This design comes from an exercise in tuning for small area and a short achievable clock period on the open sky130 flow, not from production work. In this exercise RTL edits were held to simulation tests only and were not proved equivalent to the original. Power and IR drop assume default switching activity.

## flow/design.v (module list and top-level ports; edited modules follow where they fit)
// module mul_fa: 10 lines
// module mul_ha: 9 lines
// module mul32_pipe: 3696 lines
module mul32_pipe (
    input  logic               clk,
    input  logic               rst_n,
    input  logic [31:0]        a,
    input  logic [31:0]        b,
    input  logic               mode,    
    output logic [31:0]        hi,
    output logic [31:0]        lo
);
  // ...
==> flow/run.sh <==
#!/bin/bash
# synth_recipe.tcl (not shown) runs the flow's synth.tcl, then flattens the netlist and writes it again
# the make line also repeats each setting of config.mk as NAME=value (left out here)
make -C /OpenROAD-flow-scripts/flow DESIGN_CONFIG=/design/flow/config.mk WORK_HOME=/design/flow/orfs CLKGATE_MAP_FILE= SYNTH_SCRIPT=/design/flow/synth_recipe.tcl finish
==> flow/config.mk <==
export PLATFORM = sky130hd
export DESIGN_NAME = mul32_pipe
export DESIGN_NICKNAME = mul32_pipe
export VERILOG_FILES = /design/flow/design.v
export SDC_FILE = /design/flow/constraint.sdc
export NUM_CORES = 4
export LEC_CHECK = 0
export ABC_AREA = 1
export CAP_MARGIN = 20
export CORE_MARGIN = 2
export CORE_UTILIZATION = 40
export SETUP_SLACK_MARGIN = 4.3
export SLEW_MARGIN = 20
export SYNTH_HIERARCHICAL = 1
==> flow/constraint.sdc <==
create_clock -name core_clock -period 7.0 [get_ports {clk}]
set_input_delay 1.4000 -clock core_clock [delete_from_list [all_inputs] [get_ports {clk}]]
set_output_delay 1.4000 -clock core_clock [all_outputs]
set_load 0.01 [all_outputs]
==> out/results.ini, run 1 <==
[pwr]
p_sw_share_pct = 35.83
power.leakage_nw = 19.66
p_switching_mw = 8.010
p_seq_share_pct = 35.1

[drt]
antenna_left = 0
drtIter0Drc = 2352
drc = 0
route.met2.wl_mm = 49.63

[layout]
multi_input_area_share_pct = 46.78
fillers = 8856
fin_util_pct = 46.55
fin_nets = 4122
clkbuf_count = 110
areaGrowthSynthToFinish_pct = 15.18
nMultiInputCombCells = 2045
fin_cells = 4805
seq_area_mm2 = 0.01664

[logic_synthesis]
ys_types = 36
synthTopCellsByArea = dfxtp_1 (42%), fa_1 (25%), xor2_1 (12%), o22ai_1 (8.0%), ha_1 (3.5%)
synth_fa_ha_area_share_pct = 28.48
synth_compound_area_share_pct = 8.830
synthXorXnorAreaFrac_pct = 12.66

[sta]
setup_ws_ps = 4286
grt_setup_unrepaired = false
setup_viol_count_final = 0

[worst_hold_path]
hold_depth = 0
hp-class = flop to flop

[global_route]
antenna_found_initial = 5
grt_overflow = 0
grt_util_met3_pct = 7.333
use_met1_pct = 27.78

[clock_network]
path_clk_slew_ps = 70
hold_buffers = 0

[setup_path]
cp_slowest_cell = dfxtp_2
r2r_end = r2_l1[42]$_DFF_P_
timing.critical_path.mode_cell = fa_1
crit_fanout = 20
crit_start = neg_q[8]$_DFF_P_
critPathCaptureType = flop

[die]
io_pins = 131
tap_cells = 1287
die_h_um = 319.6

[run_status]
status = complete, no violations

[place]
placed_cells = 4619

==> run 2: changes to the inputs <==
--- a/flow/config.mk
+++ b/flow/config.mk
@@ -9,6 +9,6 @@
 export CAP_MARGIN = 20
 export CORE_MARGIN = 2
 export CORE_UTILIZATION = 40
-export SETUP_SLACK_MARGIN = 4.3
+export SETUP_SLACK_MARGIN = 4.6
 export SLEW_MARGIN = 20
 export SYNTH_HIERARCHICAL = 1
==> run 2 against run 1 <==
  * Largest power group unchanged
  * Clock power decreased by 2%
  * Sequential cell count did not move
  * Global-route usage down 0.090 points
  * Critical path type unchanged
==> out/results.ini, run 2 <==
[place]
io_buffers = 130  ; unchanged
hpwl_mm = 68.94  ; was 69.33 mm
routabilityCongestion = 0.8325  ; was 0.8470

[sta]
final_max_slew_viol_count = 0  ; unchanged
tns_ps = 0  ; unchanged
max_slew_margin_pct = 48.42  ; was 40.68%
period_share_pct = 35.97  ; was 38.78%
clock_skew_ps = 35.70  ; was 29.44 ps
timing.fmax_ghz = 0.3971  ; was 0.3684 GHz
fin_crit_ps = 2518  ; was 2714 ps
tightestPinTransition_ps = 768.2  ; was 889.9 ps
final-hold-violation-count = 0  ; unchanged
grt_setup_unrepaired = true  ; was false
setup_viol_count_final = 0  ; unchanged

[drt]
vias_per_cell = 5.353  ; was 5.354
vias = 25870  ; was 25730
antenna_left = 0  ; unchanged
drc = 0  ; unchanged
routedWlPerCell_um = 23.06  ; was 23.00 µm
wirelength_mm = 111.4  ; was 110.5 mm
dr.pass1.iters = 6  ; was 5
drtIter0Drc = 2403  ; was 2352

[clock_network]
clkLatencyLatePin_ps = 680  ; was 670 ps
hold_buffers = 0  ; unchanged
htree_levels = 3  ; unchanged
numCtsBuffers = 91  ; was 89
cts_num_sinks = 830  ; unchanged
path_clk_slew_ps = 60  ; was 70 ps
cts_root_buf = clkbuf_16  ; unchanged
cts_tree = done  ; unchanged
clockBufferDepth = 3  ; unchanged

[logic_synthesis]
synth.top_cell.area_share_pct = 41.71  ; unchanged
synthFlopType = dfxtp_1  ; unchanged
synthesis.area_mm2 = 0.03983  ; unchanged
synth_edf_count = 0  ; unchanged
synthTopCellsByArea = dfxtp_1 (42%), fa_1 (25%), xor2_1 (12%), o22ai_1 (8.0%), ha_1 (3.5%)  ; unchanged
async_flop_share_pct = 0  ; unchanged
ys_ff_latch = 830  ; unchanged
synthTopCellsByCount = dfxtp_1 (830), xor2_1 (550), o22ai_1 (512)  ; unchanged
ys_types = 36  ; unchanged
yosysWarningCount = 8  ; unchanged
synth.most_common_cell = dfxtp_1  ; unchanged
syn_inst = 3388  ; unchanged
ys_seq_area_share_pct = 41.71  ; unchanged
syn_avg_cell_area_um2 = 11.76  ; unchanged
syn_nets = 4063  ; unchanged
synth_top_area_cell = dfxtp_1  ; unchanged

[global_route]
grt_first_pass_wirelength_mm = 167.7  ; was 168.4 mm
antenna_found_initial = 5  ; unchanged
grt_max_degree = 65  ; unchanged
grt.total_usage_pct = 21.66  ; was 21.75%
grt_pass1_vias = 27360  ; was 27420
grt_overflow = 0  ; unchanged

[die]
coreArea_mm2 = 0.09856  ; unchanged
initial_core_util_pct = 40.41  ; unchanged
placementRows = 115  ; unchanged
die-width_um = 319.6  ; unchanged
die_area_mm2 = 0.1021  ; unchanged
io_pins = 131  ; unchanged
die_h_um = 319.6  ; unchanged

[layout]
drive_above_1_share_pct = 18.62  ; was 10.12%
areaGrowthSynthToFinish_pct = 18.16  ; was 15.18%
mostFrequentLayoutCells = dfxtp_1 (715), xor2_1 (550), o22ai_1 (507)  ; was dfxtp_1 (809), xor2_1 (550), o22ai_1 (512)
fillers = 8752  ; was 8856
top_register = p_q  ; unchanged
largest_reg_flops = 320  ; unchanged
fin_nets = 4142  ; was 4122
mostFrequentLayoutCell = dfxtp_1  ; unchanged
top_regs = p_q (320), r2_l1 (306), r3_cs (115)  ; unchanged

[setup_path]
crit_fanout = 4  ; was 20
start_kind = flop  ; unchanged
path_class = flop to flop  ; unchanged
arrival_ps = 3080  ; was 3250 ps
critPathCaptureType = flop  ; unchanged
cp_slowest_cell = fa_2  ; was dfxtp_2
max_stage_delay_ps = 520  ; was 700 ps
worstPathRequired_ps = 7560  ; was 7530 ps
crit_path_cell_trace = ha_4 -> nand2_2 -> nand2_2 -> nand2_2 -> nand2_2 -> nand2_2 -> nand3_4 -> nand2_4 -> nand2_8 -> nand2_8 -> nand2_8 -> buf_6 -> buf_6 -> buf_4 -> fa_2 -> inv_2  ; was buf_4 -> xnor2_1 -> fa_1 -> fa_1
timing.critical_path.mode_cell = nand2_2  ; was fa_1

[pwr]
p_per_area_mw_per_mm2 = 488.9  ; was 487.2 mW/mm²
total_power_mw = 23.01  ; was 22.35 mW
power.leakage_nw = 19.76  ; was 19.66 nW
peakVddDrop_mv = 0.2674  ; was 0.2650 mV

[run]
cap_violations = 0  ; unchanged

[run_status]
status = complete, no violations  ; unchanged

[worst_hold_path]
hp-class = flop to flop  ; unchanged

## run 2: cell types whose count changed in the layout (fill, tap and decap cells not counted), sizes merged
cell,delta
inv,+2
clkbuf,+8
buf,+82
clkdlybuf4s15,-9
clkinv,+5
bufinv,-9
dlygate4sd2,-52
## run 2: Yosys stat by module (local to each module, per instance)
module	flip-flops and latches	area, µm²	cells inside	copies in the design
mul32_pipe	830	29880	2878	1
mul_fa	0	20.02	1	476
mul_ha	0	12.51	1	34
## run 2: timing repair
| item | 4_1_cts | 5_1_grt |
|---|---|---|
| resized for setup | 467 | 209 |
| setup endpoints to repair | 342 | 297 |
| buffers inserted | 28 | 14 |
| pin swaps | 100 | 97 |
## run 2: through the flow
stage / utilization [%] / hold WS [ps] / instance area [µm²] / worst slack, ps / std cells
2_1_floorplan: - / 309.6 / 39830 / 4627 / 3388
3_3_place_gp: 42.93 / 310.3 / 42320 / 3970 / 4619
3_5_place_dp: 42.93 / 312.1 / 42320 / 3921 / 4619
4_1_cts: 46.87 / 320.6 / 46200 / 4437 / 4817
5_1_grt: 47.75 / 325.3 / 47070 / 4405 / 4832
6_report: 47.75 / 322.3 / 47070 / 4482 / 4832
## run 2: kinds of logic after synthesis
| group | synth area share (%) |
|---|---|
| multiplexers | 0.3958 |
| adder cells (fa/ha/maj) | 28.48 |
| buffers and inverters | 4.985 |
| AND/OR/NAND/NOR | 2.928 |
| AO/OA/AOI/OAI | 8.830 |
| flip-flops | 41.71 |
| XOR/XNOR | 12.66 |
## run 2: routing by layer
metal	vias up	share of wire, %	GRT usage, %
met5	-	0.18	0.5674
met4	12	4.4	10.07
met3	361	11	7.086
met2	1409	45	33.45
met1	12870	40	27.47
li1	11220	-	-
## run 2: path summary, 6_finish.rpt
kind / endpoint / cells past startpoint / slack, ps / start
worst min-delay path: p_q[7][35]$_DFF_P_ / 0 / 320 / p_q[6][35]$_DFF_P_
worst min register to register: p_q[7][35]$_DFF_P_ / 0 / 320 / p_q[6][35]$_DFF_P_
worst max register to register: p_q[4][48]$_DFF_P_ / 16 / 4480 / r3_cs[12]$_DFF_P_
worst max-delay path: p_q[4][48]$_DFF_P_ / 16 / 4480 / r3_cs[12]$_DFF_P_
## run 2: power breakdown
part	internal, mW	total [mW]	switching (mW)
Clock	2.91	4.93	2.02
Combinational	4.79	10.2	5.40
Sequential	6.99	7.89	0.902
Total	14.7	23.0	8.32
## run 2: layout make-up
cell class	count	area, µm²	share of cell area, %
tap	1287	1610	3.421
multi-input combinational	2045	22090	46.93
sequential	830	16790	35.67
clock buffer	121	2614	5.553
clock inverter	49	524.3	1.114
inverter	246	979.7	2.081
timing repair buffer	253	2462	5.231
antenna	1	2.502	0.005316
## run 2: critical path: cells and delay by family, from the launching register on
family	cells	cell delay (ps)
adder cells (fa/ha/maj)	2	770
AND/OR/NAND/NOR	10	890
buffers and inverters	4	400
flip-flops	1	330
==> run 3: changes to the inputs <==
--- a/flow/config.mk
+++ b/flow/config.mk
@@ -8,7 +8,8 @@
 export ABC_AREA = 1
 export CAP_MARGIN = 20
 export CORE_MARGIN = 2
-export CORE_UTILIZATION = 40
-export SETUP_SLACK_MARGIN = 4.6
+export CORE_UTILIZATION = 55
+export PLACE_DENSITY = 0.75
+export SETUP_SLACK_MARGIN = 4.4
 export SLEW_MARGIN = 20
 export SYNTH_HIERARCHICAL = 1
==> run 3 against run 2 <==
  * Still clean on timing, DRC and antenna
  * Setup slack worse by 130 ps
  * Hold slack about the same
  * Sequential share of layout area grew 0.83 points
  * Final area is 3.0% lower
  * Global-route usage grew 6.2 points
  * Via count up 2.1%
  * Total power decreased by 2.1%
  * Combinational power shrank 4%
  * Clock skew decreased by 4.2 ps
  * First-iteration DRC count grew 34%
  * Die area shrank 27%
  * Critical endpoint is now r2_l1[146]$_DFF_P_
==> out/results.ini, run 3 <==
[logic_synthesis]
synthTopCellsByArea = dfxtp_1 (42%), fa_1 (25%), xor2_1 (12%), o22ai_1 (8.0%), ha_1 (3.5%)  ; unchanged
synth.top_cell.area_share_pct = 41.71  ; unchanged
yosysWarningCount = 8  ; unchanged
ys_ff_latch = 830  ; unchanged
ys_seq_area_share_pct = 41.71  ; unchanged
synth.most_common_cell = dfxtp_1  ; unchanged
synthTopCellsByCount = dfxtp_1 (830), xor2_1 (550), o22ai_1 (512)  ; unchanged
syn_avg_cell_area_um2 = 11.76  ; unchanged
async_flop_share_pct = 0  ; unchanged
syn_nets = 4063  ; unchanged
synthesis.area_mm2 = 0.03983  ; unchanged
synth_top_area_cell = dfxtp_1  ; unchanged
syn_inst = 3388  ; unchanged
ys_types = 36  ; unchanged
synthFlopType = dfxtp_1  ; unchanged
synth_edf_count = 0  ; unchanged

[sta]
timing.fmax_ghz = 0.3771  ; was 0.3971 GHz
final_max_slew_viol_count = 0  ; unchanged
grt_setup_unrepaired = true  ; unchanged
tns_ps = 0  ; unchanged
setup_viol_count_final = 0  ; unchanged
fin_crit_ps = 2652  ; was 2518 ps
hold-worst-slack_ps = 321.9  ; was 322.3 ps
setup_ws_ps = 4348  ; was 4482 ps
period_share_pct = 37.88  ; was 35.97%
final-hold-violation-count = 0  ; unchanged
tightestPinTransition_ps = 862.7  ; was 768.2 ps
max_slew_margin_pct = 42.49  ; was 48.42%
clock_skew_ps = 31.52  ; was 35.70 ps

[clock_network]
path_clk_slew_ps = 70  ; was 60 ps
htree_levels = 3  ; unchanged
cts_num_sinks = 830  ; unchanged
clockBufferDepth = 3  ; unchanged
cts_tree = done  ; unchanged
clkLatencyLatePin_ps = 670  ; was 680 ps
cts_root_buf = clkbuf_16  ; unchanged
numCtsBuffers = 85  ; was 91

[place]
post_dp_cell_area_mm2 = 0.04183  ; was 0.04232 mm²
routabilityCongestion = 0.8800  ; was 0.8325
hpwl_mm = 63.86  ; was 68.94 mm
dp_slack_ps = 3979  ; was 3921 ps
io_buffers = 130  ; unchanged

[drt]
drtIter0Drc = 3217  ; was 2403
vias = 26400  ; was 25870
routedWlPerCell_um = 23.24  ; was 23.06 µm
vias_per_cell = 5.889  ; was 5.353
antenna_left = 0  ; unchanged
wirelength_mm = 104.2  ; was 111.4 mm
dr.pass1.iters = 8  ; was 6
drc = 0  ; unchanged

[global_route]
grt_pass1_vias = 27390  ; was 27360
grt_max_degree = 65  ; unchanged
grt.total_usage_pct = 27.88  ; was 21.66%
antenna_found_initial = 4  ; was 5
grt_overflow = 0  ; unchanged
grt_first_pass_wirelength_mm = 158.7  ; was 167.7 mm

[die]
coreArea_mm2 = 0.07161  ; was 0.09856 mm²
die-width_um = 273.1  ; was 319.6 µm
placementRows = 98  ; was 115
die_area_mm2 = 0.07459  ; was 0.1021 mm²
initial_core_util_pct = 55.63  ; was 40.41%
io_pins = 131  ; unchanged
die_h_um = 273.1  ; was 319.6 µm

[setup_path]
critPathCaptureType = flop  ; unchanged
path_class = flop to flop  ; unchanged
arrival_ps = 3130  ; was 3080 ps
start_kind = flop  ; unchanged
crit_fanout = 16  ; was 4
worstPathRequired_ps = 7480  ; was 7560 ps
r2r_slack_ps = 4350  ; was 4480 ps
reg2reg_depth = 5  ; was 16

[pwr]
power.leakage_nw = 19.51  ; was 19.76 nW
p_per_area_mw_per_mm2 = 493.2  ; was 488.9 mW/mm²
peakVddDrop_mv = 0.2715  ; was 0.2674 mV

[layout]
fin_util_pct = 63.78  ; was 47.75%
postLayoutCellArea_mm2 = 0.04567  ; was 0.04707 mm²
top_register = p_q  ; unchanged
drive_above_1_share_pct = 13.09  ; was 18.62%
top_regs = p_q (320), r2_l1 (306), r3_cs (115)  ; unchanged
mostFrequentLayoutCell = dfxtp_1  ; unchanged
largest_reg_flops = 320  ; unchanged
mostFrequentLayoutCells = dfxtp_1 (795), xor2_1 (547), o22ai_1 (512)  ; was dfxtp_1 (715), xor2_1 (550), o22ai_1 (507)
fin_nets = 4139  ; was 4142
areaGrowthSynthToFinish_pct = 14.66  ; was 18.16%

[run_status]
status = complete, no violations  ; unchanged

[run]
cap_violations = 0  ; unchanged

[worst_hold_path]
hp-class = flop to flop  ; unchanged
hold_depth = 0  ; unchanged

==> run 3: cell counts after synthesis <==
Identical to the previous run, type by type.
==> run 3: metal layers <==
metal,routed length (µm),global-route usage [%],up-vias,share of wire [%]
li1,-,-,11190,-
met1,37840,34.81,12830,36
met2,46550,42.33,1867,45
met3,14380,10.97,509,14
met4,5329,13.66,8,5.1
met5,97,0,-,0.093
==> run 3: metrics by stage <==
step | total power [mW] | cells
after floorplan | 14.36 | 3388
after global placement | 16.77 | 4274
after detailed placement | 17.35 | 4274
after CTS | 22.52 | 4447
after global routing | 24.59 | 4481
final | 22.53 | 4483
==> run 3: modules after synthesis (local to each module, per instance) <==
| module | flops+latches | cell area (µm²) |
|---|---|---|
| mul32_pipe | 830 | 29880 |
| mul_fa | 0 | 20.02 |
| mul_ha | 0 | 12.51 |
==> run 3: repair_timing <==
item	4_1_cts	5_1_grt
gates cloned	5	1
setup endpoints to repair	259	191
pin swaps	3	23
resized for setup	223	98
hold buffers	0	0
buffers inserted	15	32
==> run 3: power by group <==
part           leakage, nW  internal (mW)  total, mW  switching (mW)
Sequential            6.97           6.96       7.91           0.950
Clock                 1.47           2.90       4.84            1.94
Combinational         11.1           4.49       9.77            5.29
Total                 19.5           14.3       22.5            8.18
==> run 3: cell type report <==
type                    count  area, µm²
repair buffers            250       2133
diodes                      3      7.507
flip-flops and latches    830      16670
multi-input cells        2045      21630
well taps                 950       1189
repair inverters            6      45.04
fillers                  5390      25930
clock inverters            40      631.9
inverters                 246      983.4
clock buffers             113       2385
==> run 3: worst paths after layout <==
| check | end | start |
|---|---|---|
| worst max-delay path | r2_l1[146]$_DFF_P_ | two_q[0]$_DFF_P_ |
| worst min-delay path | p_q[7][16]$_DFF_P_ | p_q[6][16]$_DFF_P_ |
| worst max register to register | r2_l1[146]$_DFF_P_ | two_q[0]$_DFF_P_ |
| worst min register to register | p_q[7][16]$_DFF_P_ | p_q[6][16]$_DFF_P_ |
==> run 3: cells by family after synthesis <==
group	Yosys count	synth area share (%)
buffers and inverters	513	4.985
AOI/OAI and AO/OA	563	8.830
adders and majority gates	608	28.48
DFF	830	41.71
muxes	14	0.3958
and+or+nand+nor	284	2.928
xor gates and xnor gates	576	12.66
==> run 3: critical path, stage by stage, from the launching register on <==
cell,delay [ps]
dfxtp_1,500
clkinvlp_4,460
o22ai_1,340
xor2_1,140
fa_1,490
fa_1,540

==> re-timing with driven ports <==
The flow's constraints put no driver on any port. The routed layouts listed below were extracted and timed again, unchanged, in two steps.
Step 1 sets driving cells, clkbuf_16 on the clock port and buf_2 on the other inputs (assumed; they add their load-dependent delay and slew).
Step 2 moves the port delays by t, midway between the first and last clock arrival at a register: inputs arrive t later, outputs are due t later. That takes back most of the time a late clock gives input paths.
Three values: ideal ports, drivers, drivers and shift; two values: the first two.
run	shift t [ns]	setup WS [ns]	hold slack, ns	worst setup path after step 2	latest minus earliest clock arrival (ns)
run 1	0.724	4.286 / 4.273 / 4.007	0.322 / 0.322 / 0.322	input to register	0.032 / 0.032
run 2	0.728	4.482 / 4.415 / 4.137	0.322 / 0.322 / 0.322	input to register	0.040 / 0.040
run 3	0.718	4.348 / 4.348 / 3.965	0.322 / 0.322 / 0.322	input to register	0.036 / 0.036
After both steps setup and hold are still met in every run listed. For run 3, which loses most, drivers alone change the setup slack by 0.000 ns; drivers and shift together by -0.383 ns.
